This design comes from an exercise in tuning for small area, a short achievable clock period and few clock cycles on the open sky130 flow, not from production work.
In this exercise RTL edits were held to simulation tests only and were not proved equivalent to the original.
Power and IR drop assume default switching activity.

==> cedar: inputs <==
// grid_polygon_span_cell_list
module grid_polygon_span_cell_list (
    input  wire logic               i_clk,
    input  wire logic               i_rst_n,
    input  wire logic               i_in_valid,
    output logic                    o_in_stall,
    input  wire logic [1:0]         i_operation,
    input  wire logic signed [23:0] i_start_x,
    input  wire logic signed [23:0] i_start_z,
    input  wire logic signed [23:0] i_end_x,
    input  wire logic signed [23:0] i_end_z,
    output logic                    o_out_valid,
    input  wire logic               i_out_stall,
    output logic                    o_cell_valid,
    output logic [11:0]             o_cell_index,
    output logic                    o_list_last,
    input  wire logic               i_cfg_valid,
    output logic                    o_cfg_ready,
    input  wire logic [1:0]         i_cfg_index,
    input  wire logic [15:0]        i_cfg_data
);
    typedef enum logic [4:0] {
        S_IDLE  = 5'd0,
        S_B1    = 5'd1,     
        S_B2    = 5'd2,
        S_B3    = 5'd3,     
        S_A1    = 5'd4,
        S_A2    = 5'd5,
        S_A3    = 5'd6,     
        S_LOOP  = 5'd8,     
        S_XLD   = 5'd9,     
        S_XS1   = 5'd10,
        S_XS2   = 5'd11,
        S_XS3   = 5'd12,    
        S_EROW  = 5'd13,    
        S_ECELL = 5'd14     
    } t_state;
    t_state r_state, w_state_n;
    logic [15:0] r_xl, r_zl;
    logic [6:0]  r_cols, r_rows;
    logic signed [23:0] r_x0, r_z0, r_x1, r_z1;
    logic               r_miss;
    logic               r_memv;
    logic               r_up, r_dn, r_long, r_xpos;
    logic signed [24:0] r_dz;
    logic [20:0]        r_absD;
    logic [22:0]        r_absB;
    logic               r_sD, r_sB;
    logic signed [7:0]  r_x1q, r_m1;
    logic signed [7:0]  r_m;
    logic signed [7:0]  r_prev;        
    logic signed [24:0] r_E;
    logic               r_tzv, r_tzp;
    logic signed [7:0]  r_cs;
    logic               r_csv;
  ...
make LEC_CHECK=0 ABC_CLOCK_PERIOD_IN_PS=4500 CAP_MARGIN=20 CORE_MARGIN=2 CORE_UTILIZATION=55 SETUP_SLACK_MARGIN=5 SLEW_MARGIN=20 finish   # period 12.0 ns
run.sh (not shown) runs the stock make flow with config.mk's settings and CLKGATE_MAP_FILE= SYNTH_SCRIPT=/design/flow/synth_recipe.tcl, a recipe that flattens the netlist after the stock synthesis.
==> violet: changes against cedar <==
--- a/flow/design.v
+++ b/flow/design.v
@@ -119,30 +119,28 @@
     logic signed [7:0]  r_m;
     logic signed [7:0]  r_prev;        
     logic signed [24:0] r_E;
     logic               r_tzv, r_tzp;
     logic signed [7:0]  r_cs;
     logic               r_csv;
-    logic [21:0]        r_absA;
-    logic signed [25:0] r_xn;
+    logic [21:0]        r_mA;
+    logic [23:0]        r_mB;
     logic [5:0]         r_mrow, r_lrow, r_xrow, r_wrow;
     logic               r_mdone, r_msq;
     logic               r_lbusy, r_ldone, r_lsq, r_lsat;
     logic [3:0]         r_lcnt;
     logic               r_xbusy;
     logic [1:0]         r_xcnt;
     logic               r_wv;
     logic signed [7:0]  r_c;
     logic [2:0]         r_mcnt;
     logic               r_mtz;
     logic               r_mcin;
-    logic [6:0]         r_mtB;
     logic signed [26:0] r_macc;
     logic [23:0]        r_mlow;
-    logic [6:0]          mem_lo [MAX_ROWS];
-    logic [6:0]          mem_hp [MAX_ROWS];
+    logic [12:0]         mem_c [MAX_ROWS];
     logic [MAX_ROWS-1:0] r_vld;
     logic [5:0]  r_er;
     logic [6:0]  r_ex, r_ehp;
     logic [5:0]  r_cnt;
     logic        r_eterm;
     logic        r_ov;
@@ -160,20 +158,25 @@
     logic [25:0]        w_xs_a, w_xs_b, w_xsum, w_zs_a, w_zs_b, w_zsum;
     logic               w_xres, w_zres;
     logic signed [7:0]  w_xval, w_zval;
     logic               r_xres, r_zres;
     logic signed [7:0]  r_xval, r_zval;
     logic signed [25:0] w_tx;
+    logic w_rdy;
+    logic signed [25:0] w_txs;     
     always_comb begin
-        unique case (r_state)
-            S_IDLE:  w_xa = w_ix1e;
-            S_B3:    w_xa = w_x0e;
-            S_XLD:   w_xa = r_xn;
-            default: w_xa = w_tx;
-        endcase
-        w_za = (r_state == S_IDLE) ? w_iz1e : w_z0e;
+        if (w_rdy) begin
+            w_xa = w_ix1e;
+        end else begin
+            unique case (r_state)
+                S_B3:    w_xa = w_x0e;
+                S_XLD:   w_xa = w_txs;
+                default: w_xa = w_tx;
+            endcase
+        end
+        w_za = w_rdy ? w_iz1e : w_z0e;
     end
     assign w_xs_a = w_xa[25] ? w_xa : {6'd0, w_xa[25:6]};
     assign w_xs_b = w_xa[25] ? {10'd0, r_xl} : ~{10'd0, r_xl};
     assign w_xsum = w_xs_a + w_xs_b + {25'd0, !w_xa[25]};
     assign w_zs_a = w_za[25] ? w_za : {6'd0, w_za[25:6]};
     assign w_zs_b = w_za[25] ? {10'd0, r_zl} : ~{10'd0, r_zl};
@@ -200,12 +203,13 @@
     logic signed [24:0] w_dz, w_dx, w_xs;
     logic signed [20:0] w_d, w_nd;
     logic signed [22:0] w_b, w_nb;
     assign w_dz  = r_z1 - r_z0;
     assign w_dx  = r_x1 - r_x0;
     assign w_xs  = r_x0 + r_x1;
+    assign w_txs = w_xs >>> 1;
     assign w_d   = w_dz >>> 4;
     assign w_b   = w_dx >>> 2;
     assign w_nd  = -w_d;
     assign w_nb  = -w_b;
     logic signed [22:0] w_a, w_na;
     logic [21:0]        w_absA;
@@ -244,53 +248,37 @@
     assign w_pe       = (r_mcnt == 3'd0) && !r_mdone && !r_lbusy && !r_ldone && !r_xbusy && !r_wv;
     assign w_mfree    = (r_mcnt == 3'd0) && (!r_mdone || w_m2l);
     assign w_lp_done  = (w_lp_fin || w_lp_away) && w_pe;
     assign w_lp_xgo   = w_lp_cross && w_mfree;
     assign w_step     = w_lp_short || w_lp_xgo;
     logic w_acc, w_acc_edge, w_hit;
-    assign w_acc      = (r_state == S_IDLE) && i_in_valid;
+    assign w_rdy      = (r_state == S_IDLE) || w_lp_done;
+    assign w_acc      = w_rdy && i_in_valid;
     assign w_acc_edge = w_acc && (i_operation == OP_ADD_EDGE);
     assign w_hit      = r_memv && (i_start_x == r_x1) && (i_start_z == r_z1);
     logic               w_ml_tz, w_ml_x;
     logic [6:0]         w_ml_B;
     logic [23:0]        w_ml_z0;
-    logic [21:0]        w_mA;
-    logic [23:0]        w_mB;
-    logic [1:0]         w_midx;
-    logic [2:0]         w_mneg;
-    logic [5:0]         w_mchunk;
     logic [27:0]        w_mpp;
     logic signed [29:0] w_msum;
     logic [46:0]        w_P;
     assign w_ml_tz = (w_acc_edge && w_hit) || (r_state == S_A3) || w_lp_tzl;
     assign w_ml_x  = w_lp_xgo;
     always_comb begin
-        if (r_state == S_IDLE) begin
+        if (w_rdy) begin
             w_ml_B  = r_m1[6:0];
             w_ml_z0 = i_start_z;
         end else if (r_state == S_A3) begin
             w_ml_B  = w_zq_nxt[6:0];
             w_ml_z0 = r_z0;
         end else begin
             w_ml_B  = r_m[6:0];
             w_ml_z0 = r_z0;
         end
     end
-    assign w_mA     = r_mtz ? {6'd0, r_zl} : r_absA;
-    assign w_mB     = r_mtz ? {5'd0, r_mtB, 12'd0} : {1'b0, r_absB};
-    assign w_mneg   = -r_mcnt;
-    assign w_midx   = w_mneg[1:0];
-    always_comb begin
-        unique case (w_midx)
-            2'd0:    w_mchunk = w_mB[5:0];
-            2'd1:    w_mchunk = w_mB[11:6];
-            2'd2:    w_mchunk = w_mB[17:12];
-            default: w_mchunk = w_mB[23:18];
-        endcase
-    end
-    assign w_mpp  = {6'd0, w_mA} * {22'd0, w_mchunk};
+    assign w_mpp  = {6'd0, r_mA} * {22'd0, r_mB[5:0]};
     assign w_msum = r_macc + $signed({2'b00, w_mpp}) + $signed({29'd0, r_mcin});
     assign w_P    = {r_macc[22:0], r_mlow};
     always_ff @(posedge i_clk) begin
         if (!i_rst_n) begin
             r_mcnt  <= 3'd0;
             r_mdone <= 1'b0;
@@ -309,20 +297,24 @@
             end
         end
     end
     always_ff @(posedge i_clk) begin
         if (w_ml_tz) begin
             r_mtz  <= 1'b1;
-            r_mtB  <= w_ml_B;
+            r_mA   <= {6'd0, r_zl};
+            r_mB   <= {17'd0, w_ml_B};
             r_macc <= ~{{3{w_ml_z0[23]}}, w_ml_z0};
             r_mcin <= 1'b1;
         end else if (w_ml_x) begin
             r_mtz  <= 1'b0;
+            r_mA   <= w_absA;
+            r_mB   <= {1'b0, r_absB};
             r_macc <= '0;
             r_mcin <= 1'b0;
         end else if (r_mcnt != 3'd0) begin
+            r_mB   <= {6'd0, r_mB[23:6]};
             r_mlow <= {w_msum[5:0], r_mlow[23:6]};
             r_macc <= {{3{w_msum[29]}}, w_msum[29:6]};
             r_mcin <= 1'b0;
         end
     end
     logic        w_lsat, w_e4, w_e8, w_e12, w_e16;
@@ -447,27 +439,32 @@
     logic signed [7:0] w_wv;            
     logic signed [7:0] w_wlo, w_whi;
     logic [6:0]        w_nlo, w_nhp, w_mlo, w_mhp;
     logic [5:0] w_waddr;
     assign w_waddr  = r_wv ? r_wrow : r_m[5:0];
     assign w_raddr  = (r_state == S_EROW) ? r_er : w_waddr;
-    assign w_rd_lo  = mem_lo[w_raddr];
-    assign w_rd_hp  = mem_hp[w_raddr];
+    logic [12:0] w_rd_c, w_wr_c;
+    assign w_rd_c   = mem_c[w_raddr];
+    assign w_rd_lo  = !w_rd_c[12] ? {1'b0, w_rd_c[11:6]} :
+                      (!w_rd_c[11] ? 7'd64 : {1'b0, w_rd_c[5:0]});
+    assign w_rd_hp  = !w_rd_c[12] ? {1'b0, w_rd_c[5:0]} :
+                      (!w_rd_c[11] ? w_rd_c[6:0] : 7'd64);
     assign w_rd_vld = r_vld[w_raddr];
     assign w_wr  = (w_lp_done && w_lp_fin && w_ingrid) || r_wv;
     assign w_wv  = r_wv ? r_c : r_x1q;
     assign w_wlo = r_xpos ? r_prev : w_wv;
     assign w_whi = r_xpos ? w_wv : r_prev;
     assign w_nlo = w_wlo[7] ? 7'd0 : w_wlo[6:0];
     assign w_nhp = (w_whi >= 8'sd63) ? 7'd64 : 7'(w_whi + 8'sd1);
     assign w_mlo = (w_rd_vld && (w_rd_lo < w_nlo)) ? w_rd_lo : w_nlo;
     assign w_mhp = (w_rd_vld && (w_rd_hp > w_nhp)) ? w_rd_hp : w_nhp;
+    assign w_wr_c = w_mlo[6] ? {2'b10, 4'd0, w_mhp} :
+                    (w_mhp[6] ? {2'b11, 5'd0, w_mlo[5:0]} : {1'b0, w_mlo[5:0], w_mhp[5:0]});
     always_ff @(posedge i_clk) begin
         if (w_wr) begin
-            mem_lo[w_waddr] <= w_mlo;
-            mem_hp[w_waddr] <= w_mhp;
+            mem_c[w_waddr] <= w_wr_c;
         end
     end
     logic       w_free;
     logic [6:0] w_ehp;
     logic       w_rowne;
     logic       w_lastrow;
@@ -515,21 +512,13 @@
     assign w_nextrow = ((r_state == S_EROW) && !r_eterm && !w_rowne) ||
                        (w_er_cell && !w_cap && !w_er_more) ||
                        (w_ec_cell && !w_cap && !w_ec_more);
     always_comb begin
         w_state_n = r_state;
         unique case (r_state)
-            S_IDLE: begin
-                if (w_acc) begin
-                    unique case (i_operation)
-                        OP_ADD_EDGE: w_state_n = S_B1;
-                        OP_EMIT:     w_state_n = S_EROW;
-                        default:     w_state_n = S_IDLE;
-                    endcase
-                end
-            end
+            S_IDLE: ;
             S_B1:    w_state_n = S_B2;
             S_B2:    w_state_n = S_B3;
             S_B3:    w_state_n = r_miss ? S_A1 : S_LOOP;
             S_A1:    w_state_n = S_A2;
             S_A2:    w_state_n = S_A3;
             S_A3:    w_state_n = S_LOOP;
@@ -545,12 +534,19 @@
                 if (w_term)                                w_state_n = S_IDLE;
                 else if (w_er_cell && !w_cap && w_er_more) w_state_n = S_ECELL;
             end
             S_ECELL: if (w_ec_cell && (w_cap || !w_ec_more)) w_state_n = S_EROW;
             default: w_state_n = S_IDLE;
         endcase
+        if (w_acc) begin
+            unique case (i_operation)
+                OP_ADD_EDGE: w_state_n = S_B1;
+                OP_EMIT:     w_state_n = S_EROW;
+                default:     w_state_n = S_IDLE;
+            endcase
+        end
     end
     always_ff @(posedge i_clk) begin
         if (!i_rst_n) begin
             r_state <= S_IDLE;
             r_xl    <= 16'd768;
             r_zl    <= 16'd768;
@@ -602,13 +598,12 @@
             r_long <= w_dz[24] ? ((w_dz[23:4] != '1) || (w_dz[3:0] == '0)) :
                                  (w_dz[23:4] != '0);
             r_sD   <= w_d[20];
             r_absD <= w_d[20] ? w_nd : w_d;
             r_sB   <= w_b[22];
             r_absB <= w_b[22] ? w_nb : w_b;
-            r_xn   <= w_xs >>> 1;
         end
         if (w_xload) begin
             r_xres <= w_xres;
             r_xval <= w_xval;
         end
         if (w_acc_edge || (r_state == S_B3)) begin
@@ -659,15 +654,12 @@
         end else if (r_state == S_XS3) begin
             r_csv <= 1'b1;
         end
         if (r_state == S_XS3) begin
             r_cs <= w_xq_nxt;
         end
-        if (w_lp_xgo) begin
-            r_absA <= w_absA;
-        end
         if (w_acc) begin
             r_er    <= '0;
             r_cnt   <= '0;
             r_eterm <= (r_rows == '0);
         end else begin
             if (w_nextrow) begin
@@ -695,13 +687,13 @@
         end else if (w_er_cell) begin
             r_oidx <= w_rowbase[11:0] + 12'(w_rd_lo);
         end else if (w_ec_cell) begin
             r_oidx <= r_oidx + 12'd1;
         end
     end
-    assign o_in_stall   = (r_state != S_IDLE);
+    assign o_in_stall   = !w_rdy;
     assign o_cfg_ready  = 1'b1;
     assign o_out_valid  = r_ov;
     assign o_cell_valid = r_ocv;
     assign o_cell_index = r_oidx;
     assign o_list_last  = r_olast;
 endmodule
==> willow: changes against cedar <==
--- a/flow/design.v
+++ b/flow/design.v
@@ -160,20 +160,24 @@
     logic [25:0]        w_xs_a, w_xs_b, w_xsum, w_zs_a, w_zs_b, w_zsum;
     logic               w_xres, w_zres;
     logic signed [7:0]  w_xval, w_zval;
     logic               r_xres, r_zres;
     logic signed [7:0]  r_xval, r_zval;
     logic signed [25:0] w_tx;
+    logic w_rdy;
     always_comb begin
-        unique case (r_state)
-            S_IDLE:  w_xa = w_ix1e;
-            S_B3:    w_xa = w_x0e;
-            S_XLD:   w_xa = r_xn;
-            default: w_xa = w_tx;
-        endcase
-        w_za = (r_state == S_IDLE) ? w_iz1e : w_z0e;
+        if (w_rdy) begin
+            w_xa = w_ix1e;
+        end else begin
+            unique case (r_state)
+                S_B3:    w_xa = w_x0e;
+                S_XLD:   w_xa = r_xn;
+                default: w_xa = w_tx;
+            endcase
+        end
+        w_za = w_rdy ? w_iz1e : w_z0e;
     end
     assign w_xs_a = w_xa[25] ? w_xa : {6'd0, w_xa[25:6]};
     assign w_xs_b = w_xa[25] ? {10'd0, r_xl} : ~{10'd0, r_xl};
     assign w_xsum = w_xs_a + w_xs_b + {25'd0, !w_xa[25]};
     assign w_zs_a = w_za[25] ? w_za : {6'd0, w_za[25:6]};
     assign w_zs_b = w_za[25] ? {10'd0, r_zl} : ~{10'd0, r_zl};
@@ -244,64 +248,54 @@
     assign w_pe       = (r_mcnt == 3'd0) && !r_mdone && !r_lbusy && !r_ldone && !r_xbusy && !r_wv;
     assign w_mfree    = (r_mcnt == 3'd0) && (!r_mdone || w_m2l);
     assign w_lp_done  = (w_lp_fin || w_lp_away) && w_pe;
     assign w_lp_xgo   = w_lp_cross && w_mfree;
     assign w_step     = w_lp_short || w_lp_xgo;
     logic w_acc, w_acc_edge, w_hit;
-    assign w_acc      = (r_state == S_IDLE) && i_in_valid;
+    assign w_rdy      = (r_state == S_IDLE) || w_lp_done;
+    assign w_acc      = w_rdy && i_in_valid;
     assign w_acc_edge = w_acc && (i_operation == OP_ADD_EDGE);
     assign w_hit      = r_memv && (i_start_x == r_x1) && (i_start_z == r_z1);
     logic               w_ml_tz, w_ml_x;
     logic [6:0]         w_ml_B;
     logic [23:0]        w_ml_z0;
     logic [21:0]        w_mA;
     logic [23:0]        w_mB;
-    logic [1:0]         w_midx;
-    logic [2:0]         w_mneg;
-    logic [5:0]         w_mchunk;
-    logic [27:0]        w_mpp;
-    logic signed [29:0] w_msum;
+    logic [11:0]        w_mchunk;
+    logic [33:0]        w_mpp;
+    logic signed [35:0] w_msum;
     logic [46:0]        w_P;
     assign w_ml_tz = (w_acc_edge && w_hit) || (r_state == S_A3) || w_lp_tzl;
     assign w_ml_x  = w_lp_xgo;
     always_comb begin
-        if (r_state == S_IDLE) begin
+        if (w_rdy) begin
             w_ml_B  = r_m1[6:0];
             w_ml_z0 = i_start_z;
         end else if (r_state == S_A3) begin
             w_ml_B  = w_zq_nxt[6:0];
             w_ml_z0 = r_z0;
         end else begin
             w_ml_B  = r_m[6:0];
             w_ml_z0 = r_z0;
         end
     end
     assign w_mA     = r_mtz ? {6'd0, r_zl} : r_absA;
     assign w_mB     = r_mtz ? {5'd0, r_mtB, 12'd0} : {1'b0, r_absB};
-    assign w_mneg   = -r_mcnt;
-    assign w_midx   = w_mneg[1:0];
-    always_comb begin
-        unique case (w_midx)
-            2'd0:    w_mchunk = w_mB[5:0];
-            2'd1:    w_mchunk = w_mB[11:6];
-            2'd2:    w_mchunk = w_mB[17:12];
-            default: w_mchunk = w_mB[23:18];
-        endcase
-    end
-    assign w_mpp  = {6'd0, w_mA} * {22'd0, w_mchunk};
-    assign w_msum = r_macc + $signed({2'b00, w_mpp}) + $signed({29'd0, r_mcin});
+    assign w_mchunk = r_mcnt[1] ? w_mB[11:0] : w_mB[23:12];
+    assign w_mpp  = {12'd0, w_mA} * {22'd0, w_mchunk};
+    assign w_msum = r_macc + $signed({2'b00, w_mpp}) + $signed({35'd0, r_mcin});
     assign w_P    = {r_macc[22:0], r_mlow};
     always_ff @(posedge i_clk) begin
         if (!i_rst_n) begin
             r_mcnt  <= 3'd0;
             r_mdone <= 1'b0;
         end else begin
             if (w_ml_tz) begin
-                r_mcnt <= 3'd2;
+                r_mcnt <= 3'd1;
             end else if (w_ml_x) begin
-                r_mcnt <= 3'd4;
+                r_mcnt <= 3'd2;
             end else if (r_mcnt != 3'd0) begin
                 r_mcnt <= r_mcnt - 3'd1;
             end
             if ((r_mcnt == 3'd1) && !r_mtz) begin
                 r_mdone <= 1'b1;
             end else if (w_m2l) begin
@@ -317,14 +311,14 @@
             r_mcin <= 1'b1;
         end else if (w_ml_x) begin
             r_mtz  <= 1'b0;
             r_macc <= '0;
             r_mcin <= 1'b0;
         end else if (r_mcnt != 3'd0) begin
-            r_mlow <= {w_msum[5:0], r_mlow[23:6]};
-            r_macc <= {{3{w_msum[29]}}, w_msum[29:6]};
+            r_mlow <= {w_msum[11:0], r_mlow[23:12]};
+            r_macc <= {{3{w_msum[35]}}, w_msum[35:12]};
             r_mcin <= 1'b0;
         end
     end
     logic        w_lsat, w_e4, w_e8, w_e12, w_e16;
     logic [20:0] w_lrem, w_ld;
     logic [23:0] w_lbits;
@@ -515,21 +509,13 @@
     assign w_nextrow = ((r_state == S_EROW) && !r_eterm && !w_rowne) ||
                        (w_er_cell && !w_cap && !w_er_more) ||
                        (w_ec_cell && !w_cap && !w_ec_more);
     always_comb begin
         w_state_n = r_state;
         unique case (r_state)
-            S_IDLE: begin
-                if (w_acc) begin
-                    unique case (i_operation)
-                        OP_ADD_EDGE: w_state_n = S_B1;
-                        OP_EMIT:     w_state_n = S_EROW;
-                        default:     w_state_n = S_IDLE;
-                    endcase
-                end
-            end
+            S_IDLE: ;
             S_B1:    w_state_n = S_B2;
             S_B2:    w_state_n = S_B3;
             S_B3:    w_state_n = r_miss ? S_A1 : S_LOOP;
             S_A1:    w_state_n = S_A2;
             S_A2:    w_state_n = S_A3;
             S_A3:    w_state_n = S_LOOP;
@@ -545,12 +531,19 @@
                 if (w_term)                                w_state_n = S_IDLE;
                 else if (w_er_cell && !w_cap && w_er_more) w_state_n = S_ECELL;
             end
             S_ECELL: if (w_ec_cell && (w_cap || !w_ec_more)) w_state_n = S_EROW;
             default: w_state_n = S_IDLE;
         endcase
+        if (w_acc) begin
+            unique case (i_operation)
+                OP_ADD_EDGE: w_state_n = S_B1;
+                OP_EMIT:     w_state_n = S_EROW;
+                default:     w_state_n = S_IDLE;
+            endcase
+        end
     end
     always_ff @(posedge i_clk) begin
         if (!i_rst_n) begin
             r_state <= S_IDLE;
             r_xl    <= 16'd768;
             r_zl    <= 16'd768;
@@ -695,13 +688,13 @@
         end else if (w_er_cell) begin
             r_oidx <= w_rowbase[11:0] + 12'(w_rd_lo);
         end else if (w_ec_cell) begin
             r_oidx <= r_oidx + 12'd1;
         end
     end
-    assign o_in_stall   = (r_state != S_IDLE);
+    assign o_in_stall   = !w_rdy;
     assign o_cfg_ready  = 1'b1;
     assign o_out_valid  = r_ov;
     assign o_cell_valid = r_ocv;
     assign o_cell_index = r_oidx;
     assign o_list_last  = r_olast;
 endmodule
- CORE_UTILIZATION: 55 -> 70
==> qor summary <==
|  | cedar | willow | violet |
|---|---|---|---|
| Run status | no timing/DRC/antenna violations | aborted with a tool error | no timing/DRC/antenna violations |
| Stage where the flow stopped | - | global routing (5_1_grt) | - |
| Inverter count of the layout excluding clock inverters | 478 | - | 489 |
| Hold path endpoint | r_lrow[4]$_DFFE_PP_ | - | r_lrow[1]$_DFFE_PP_ |
| Power drawn by the combinational cells | 0.0157 W | - | 0.0205 W |
| R2R cell count | 32 | - | 33 |
| Synthesized netlist cell count | 7979 | 8499 | 7911 |
| Simple-gate share of the synthesized area | 11.66% | 11.37% | 11.59% |
| Post-CTS resize count | 158 | 491 | 210 |
| Final clock-cell share | 5.318% | - | 5.199% |
| Transition time of the tightest slew-check pin | 1219 ps | - | 1273 ps |
| Worst Hold Slack | 418.1 ps | - | 388.1 ps |
| Sum of routed wire length over all layers | 304000 um | - | 299800 um |
| End point of the critical path | r_macc[25]$_DFFE_PP_ | - | r_xval[5]$_SDFFCE_PN0N_ |
| Buffering stage count on the worst path with inverters included | 5 | - | 4 |
| Lkg Pwr | 38.54 nW | - | 38.78 nW |
| Area share of buffers outside the clock network | 4.250% | - | 4.997% |
| Routed WL per cell | 28.80 um | - | 28.74 um |
Testbench counts of cedar, summed over its fixed seeds: cycles 24,674.
Testbench counts of violet, summed over its fixed seeds: cycles 23,777.
Testbench counts of willow, summed over its fixed seeds: cycles 22,072.

## static timing again, ports no longer ideal
The flow's constraints put no driver on any port. The routed layouts listed below were extracted and timed again, unchanged, in two steps. Step 1, drivers: a clkbuf_16 drives i_clk and a buf_2 each remaining input, both assumed. Step 2 adds t to the input delays and takes it off the output delays; t is the mean of the earliest and latest rising clock arrival at the registers after step 1. Input paths then give back, and output paths get back, about the clock's delay inside the block. Three values: no drivers, after step 1, after step 2; two values: the first two.
| run | shift t [ns] | setup WS [ns] | worst hold slack (ns) | latest minus earliest clock arrival (ns) | worst slew at a driven data input, ns |
|---|---|---|---|---|---|
| cedar | 0.889 | 4.820 / 4.820 / 4.121 | 0.418 / 0.418 / 0.418 | 0.058 / 0.057 | 0.27 |
| violet | 0.903 | 4.385 / 4.385 / 4.352 | 0.388 / 0.388 / 0.388 | 0.086 / 0.086 | 0.26 |
After both steps every run listed still meets setup and hold. The setup slack of cedar, which loses most, moves by 0.000 ns with the drivers and by -0.699 ns with both steps.
